Source: an optimization exercise on an open RTL-to-GDS flow (aim: small area, a short achievable clock period and few clock cycles per item). Production flows keep margins and buffers that such runs may drop.
In this exercise RTL edits were held to simulation tests only and were not proved equivalent to the original.

lagoon:
==> flow/design.v (excerpt) <==
module lookup_cache_top (
    input  wire                      clk,
    input  wire                      rst,
    input  wire                      req_valid_i,
    input  wire  [20+(3 + 1 + 5 + 4)-1:0] req_i,
    output logic                     req_ready_o,
    output logic                     rsp_valid_o,
    output logic [20+(3 + 1 + 5 + 4)-1:0] rsp_o,
    input  wire                      rsp_ready_i,
    output logic                     c2a_vld_o,
    output logic [20-1:0]   c2a_info_o,
    output logic [10-1:0] c2a_req_id_o,
    input  wire                      a2c_rdy_i,
    input  wire                      a2c_rsp_vld_i,
    input  wire  [10-1:0] a2c_rsp_id_i,
    input  wire  [20-1:0]   a2c_rslt_i
);
Size: about 2300 cells after synthesis, roughly 950 flip-flops, ~0.038 sq mm of cells after synthesis.
export LEC_CHECK = 0
export CAP_MARGIN = 20
export CORE_MARGIN = 2
export CORE_UTILIZATION = 55
export SETUP_SLACK_MARGIN = 4.9
export SLEW_MARGIN = 20
create_clock -name core_clock -period 7.5 [get_ports {clk}]
standard.sh (not shown) runs the stock make flow with config.mk's settings and CLKGATE_MAP_FILE= SYNTH_SCRIPT=/design/flow/synth_recipe.tcl, a recipe that flattens the netlist after the stock synthesis.
==> flow/flow/run.sh <==
#!/bin/bash
# The standard layout, with plain buffers (buf_2) on the ports in place
# of the delay buffers buffer_ports picks by default, and clock tree
# synthesis without dummy loads. Everything else is the standard flow.
# The tool output goes to standard_flow.log here.
set -euo pipefail
export BUFFER_PORTS_ARGS="-buffer_cell sky130_fd_sc_hd__buf_2"
export CTS_ARGS="-sink_clustering_enable -repair_clock_nets -dont_use_dummy_load -sink_clustering_size 26 -sink_clustering_max_diameter 70 -buf_list sky130_fd_sc_hd__clkbuf_16"
bash standard.sh > standard_flow.log 2>&1
lagoon: done, clean on timing, DRC and antenna
Testbench counts of lagoon, summed over its fixed seeds: cycles 8,381, items 8,000.
The following lists how xenon was set up differently from lagoon:
--- a/flow/flow/run.sh
+++ b/flow/flow/run.sh
@@ -8 +8 @@
-export CTS_ARGS="-sink_clustering_enable -repair_clock_nets -dont_use_dummy_load -sink_clustering_size 26 -sink_clustering_max_diameter 70 -buf_list sky130_fd_sc_hd__clkbuf_16"
+export CTS_ARGS="-sink_clustering_enable -repair_clock_nets -dont_use_dummy_load -sink_clustering_size 30 -sink_clustering_max_diameter 80 -buf_list sky130_fd_sc_hd__clkbuf_16"
--- a/flow/config.mk
+++ b/flow/config.mk
@@ -10,2 +10,5 @@
-export CORE_UTILIZATION = 55
-export SETUP_SLACK_MARGIN = 4.9
+export CORE_UTILIZATION = 40
+export CTS_BUF_LIST = sky130_fd_sc_hd__clkbuf_16
+export CTS_CLUSTER_DIAMETER = 80
+export CTS_CLUSTER_SIZE = 30
+export SETUP_SLACK_MARGIN = 4.6
Results
- Taking lagoon as the reference, in xenon data arrival time at the worst-slack endpoint rose 1.98 ns, multi-input logic area now sits lower, die area +0.026 sq mm, final design instance area without fill shows a reduction of 4.1%.
- In the metrics for xenon and lagoon, the one carrying the lower setup slack is xenon.
- Looking at start point of the critical path, the ready_q$_DFFE_PP1P_ result is from lagoon; the rsp_ready_i one comes from xenon.
- lagoon → xenon: critical path depth rose 4, share of final layout cell area taken by clock buffers and inverters -0.24 points, global-route usage over all layers -8.4 points.
- Delta (xenon minus lagoon): routing usage on met2 shows a reduction of 16 points.

The RTL this note starts from:
==> flow/design.v <==
`default_nettype none
package lkp_pkg;
    typedef logic [3-1:0] mshr_idx_t;
    typedef struct packed {
        logic [3-1:0] order_id;
        logic                    so;
        logic [5-1:0]   reg_entry;
        logic [4-1:0]   rob_entry;
    } lkp_meta_t;
    typedef struct packed {
        logic [20-1:0] key;
        lkp_meta_t              meta;
    } lkp_req_t;
    typedef struct packed {
        logic [20-1:0] result;
        lkp_meta_t              meta;
    } lkp_rsp_t;
    typedef struct packed {
        logic [20-1:0] key;
        mshr_idx_t              idx;
    } c2a_req_t;
    typedef enum logic [1:0] {
        S_IDLE,
        S_SEARCH,
        S_RESOLVE
    } slot_state_e;
endpackage
`default_nettype wire
`timescale 1ns/100ps
`default_nettype none
module lookup_cache_top (
    input  wire                      clk,
    input  wire                      rst,
    input  wire                      req_valid_i,
    input  wire  [20+(3 + 1 + 5 + 4)-1:0] req_i,
    output logic                     req_ready_o,
    output logic                     rsp_valid_o,
    output logic [20+(3 + 1 + 5 + 4)-1:0] rsp_o,
    input  wire                      rsp_ready_i,
    output logic                     c2a_vld_o,
    output logic [20-1:0]   c2a_info_o,
    output logic [10-1:0] c2a_req_id_o,
    input  wire                      a2c_rdy_i,
    input  wire                      a2c_rsp_vld_i,
    input  wire  [10-1:0] a2c_rsp_id_i,
    input  wire  [20-1:0]   a2c_rslt_i
);
    localparam int KW = 20;
    localparam int RW = 20;
    localparam int MW = (3 + 1 + 5 + 4);
    localparam int NE = 16;
    localparam int EW = 4;
    localparam int NS = 8;
    localparam int SW = 3;
    logic          rv_q, sv_q;
    logic [KW-1:0] rkey_q, skey_q;
    logic [MW-1:0] rmeta_q, smeta_q;
    logic [NE-1:0] tv_q;             
    logic [NE-1:0] cv_q;             
    logic [KW-1:0] key_q  [NE];
    logic [RW-1:0] rslt_q [NE];
    logic [EW-1:0] ptr_q;            
    logic [NS-1:0] busy_q;
    logic [EW-1:0] ent_q  [NS];
    logic [MW-1:0] meta_q [NS];
    logic          av_q;
    logic [SW-1:0] aid_q;
    logic [RW-1:0] ard_q;
    logic          cvld_q;
    logic [KW-1:0] ckey_q;
    logic [SW-1:0] cid_q;
    logic          ov_q;
    logic [RW-1:0] ores_q;
    logic [MW-1:0] ometa_q;
    logic [NE-1:0] match;
    logic [EW-1:0] match_idx;
    logic          hit_v, hit_p;
    always_comb begin
        match_idx = '0;
        for (int e = 0; e < NE; e++) begin
            match[e] = tv_q[e] && (key_q[e] == rkey_q);
            if (match[e]) match_idx = match_idx | EW'(e);
        end
    end
    assign hit_v = |(match & cv_q);
    assign hit_p = |(match & ~cv_q);
    logic [NS-1:0] srdy;
    always_comb begin
        for (int s = 0; s < NS; s++) begin
            srdy[s] = busy_q[s] && cv_q[ent_q[s]];
        end
    end
    logic [SW-1:0] rsel, fsel;
    logic          any_rdy, any_free;
    always_comb begin
        rsel = '0;
        fsel = '0;
        for (int s = NS - 1; s >= 0; s--) begin
            if (srdy[s])    rsel = SW'(s);
            if (!busy_q[s]) fsel = SW'(s);
        end
    end
    assign any_rdy  = |srdy;
    assign any_free = |(~busy_q);
    logic lk_ptr;
    always_comb begin
        lk_ptr = 1'b0;
        for (int s = 0; s < NS; s++) begin
            if (busy_q[s] && ent_q[s] == ptr_q) lk_ptr = 1'b1;
        end
    end
    logic o_free, c_free;
    assign o_free = !ov_q || rsp_ready_i;
    assign c_free = !cvld_q || a2c_rdy_i;
    logic s_fire;        
    logic h_fire;        
    logic m_fire;        
    logic a_fire;        
    logic skip;          
    logic r_go;
    assign s_fire = any_rdy && o_free;
    assign h_fire = rv_q && hit_v && o_free && !any_rdy;
    assign m_fire = rv_q && hit_p && any_free;
    assign a_fire = rv_q && !hit_v && !hit_p && any_free && c_free && !lk_ptr;
    assign skip   = rv_q && !hit_v && !hit_p && lk_ptr;
    assign r_go   = h_fire || m_fire || a_fire;
    logic r_free;
    assign r_free = !rv_q || r_go;
    assign req_ready_o = !sv_q;
    logic [EW-1:0] a_ent;
    assign a_ent = ent_q[aid_q];
    always_ff @(posedge clk or posedge rst) begin
        if (rst) begin
            rv_q   <= 1'b0;
            sv_q   <= 1'b0;
            tv_q   <= '0;
            cv_q   <= '0;
            ptr_q  <= '0;
            busy_q <= '0;
            av_q   <= 1'b0;
            cvld_q <= 1'b0;
            ov_q   <= 1'b0;
        end else begin
            if (r_free) begin
                rv_q <= sv_q || req_valid_i;
                sv_q <= 1'b0;
            end else if (req_valid_i && !sv_q) begin
                sv_q <= 1'b1;
            end
            av_q <= a2c_rsp_vld_i;
            if (av_q) begin
                cv_q[a_ent] <= 1'b1;
            end
            if (a_fire) begin
                tv_q[ptr_q] <= 1'b1;
                cv_q[ptr_q] <= 1'b0;
            end
            if (a_fire || skip) begin
                ptr_q <= ptr_q + 1'b1;
            end
            if (s_fire) begin
                busy_q[rsel] <= 1'b0;
            end
            if (m_fire || a_fire) begin
                busy_q[fsel] <= 1'b1;
            end
            if (a_fire) begin
                cvld_q <= 1'b1;
            end else if (a2c_rdy_i) begin
                cvld_q <= 1'b0;
            end
            if (s_fire || h_fire) begin
                ov_q <= 1'b1;
            end else if (rsp_ready_i) begin
                ov_q <= 1'b0;
            end
        end
    end
    logic [NE-1:0] osel;
    logic [RW-1:0] omux;
    always_comb begin
        omux = '0;
        for (int e = 0; e < NE; e++) begin
            osel[e] = any_rdy ? (ent_q[rsel] == EW'(e)) : match[e];
            if (osel[e]) omux = omux | rslt_q[e];
        end
    end
    always_ff @(posedge clk) begin
        if (r_free) begin
            rkey_q  <= sv_q ? skey_q  : req_i[KW+MW-1:MW];
            rmeta_q <= sv_q ? smeta_q : req_i[MW-1:0];
        end
        if (!sv_q) begin
            skey_q  <= req_i[KW+MW-1:MW];
            smeta_q <= req_i[MW-1:0];
        end
        ard_q <= a2c_rslt_i;
        aid_q <= a2c_rsp_id_i[SW-1:0];
        if (av_q) begin
            rslt_q[a_ent] <= ard_q;
        end
        if (a_fire) begin
            key_q[ptr_q] <= rkey_q;
        end
        if (m_fire || a_fire) begin
            ent_q[fsel]  <= a_fire ? ptr_q : match_idx;
            meta_q[fsel] <= rmeta_q;
        end
        if (a_fire) begin
            ckey_q <= rkey_q;
            cid_q  <= fsel;
        end
        if (s_fire || h_fire) begin
            ores_q  <= omux;
            ometa_q <= s_fire ? meta_q[rsel] : rmeta_q;
        end
    end
    assign rsp_valid_o  = ov_q;
    assign rsp_o        = {ores_q, ometa_q};
    assign c2a_vld_o    = cvld_q;
    assign c2a_info_o   = ckey_q;
    assign c2a_req_id_o = {{(10 - SW){1'b0}}, cid_q};
endmodule
`default_nettype wire
Settings: LEC_CHECK=0, CAP_MARGIN=20, CORE_MARGIN=2, CORE_UTILIZATION=40, SETUP_SLACK_MARGIN=4.0, SLEW_MARGIN=20; clock period 7.5 ns.
run.sh (not shown) runs the stock make flow with config.mk's settings and CLKGATE_MAP_FILE= SYNTH_SCRIPT=/design/flow/synth_recipe.tcl, a recipe that flattens the netlist after the stock synthesis.
Stock flow here: none of the scripts above is used.
The first run completed with no timing, DRC or antenna violations.
Testbench counts at the start, summed over its fixed seeds: cycles 8,237, items 8,000.
Next try:
- SETUP_SLACK_MARGIN: 4.0 -> default
After rerunning: Setup slack loses 1800 ps. Die area is unchanged. Wire length drops by about a fifth. Cell area drops by about a fifth.

[port drivers added, routing unchanged]
The flow's constraints put no driver on any port. The routed layouts listed below were extracted and timed again, unchanged, in two steps. Step 1 assumes that a clkbuf_16 drives the clock port and a buf_2 every other input. Step 2 moves the port delays by t, midway between the first and last clock arrival at a register: inputs arrive t later, outputs are due t later. That takes back most of the time a late clock gives input paths. Slacks: no drivers / after step 1 / after step 2; pairs: no drivers / after step 1.
run | t, ns | setup WS [ns] | hold slack, ns | worst setup path at the end | pins driven straight from the clock port
lagoon | 0.669 | 4.750 / 4.689 / 4.054 | 0.425 / 0.425 / 0.425 | input to register | 1
xenon | 0.647 | 4.514 / 4.557 / 3.910 | 0.431 / 0.431 / 0.431 | input to register | 1
the first run of note 2 | 0.756 | 3.010 / 3.010 / 3.010 | 0.469 / 0.469 / 0.469 | register to register | 1
the second run of note 2 | 0.736 | 1.218 / 1.218 / 1.218 | 0.458 / 0.458 / 0.458 | register to register | 1
After both steps every run listed still meets setup and hold. The setup slack of lagoon, which loses most, moves by -0.061 ns with the drivers and by -0.696 ns with both steps.
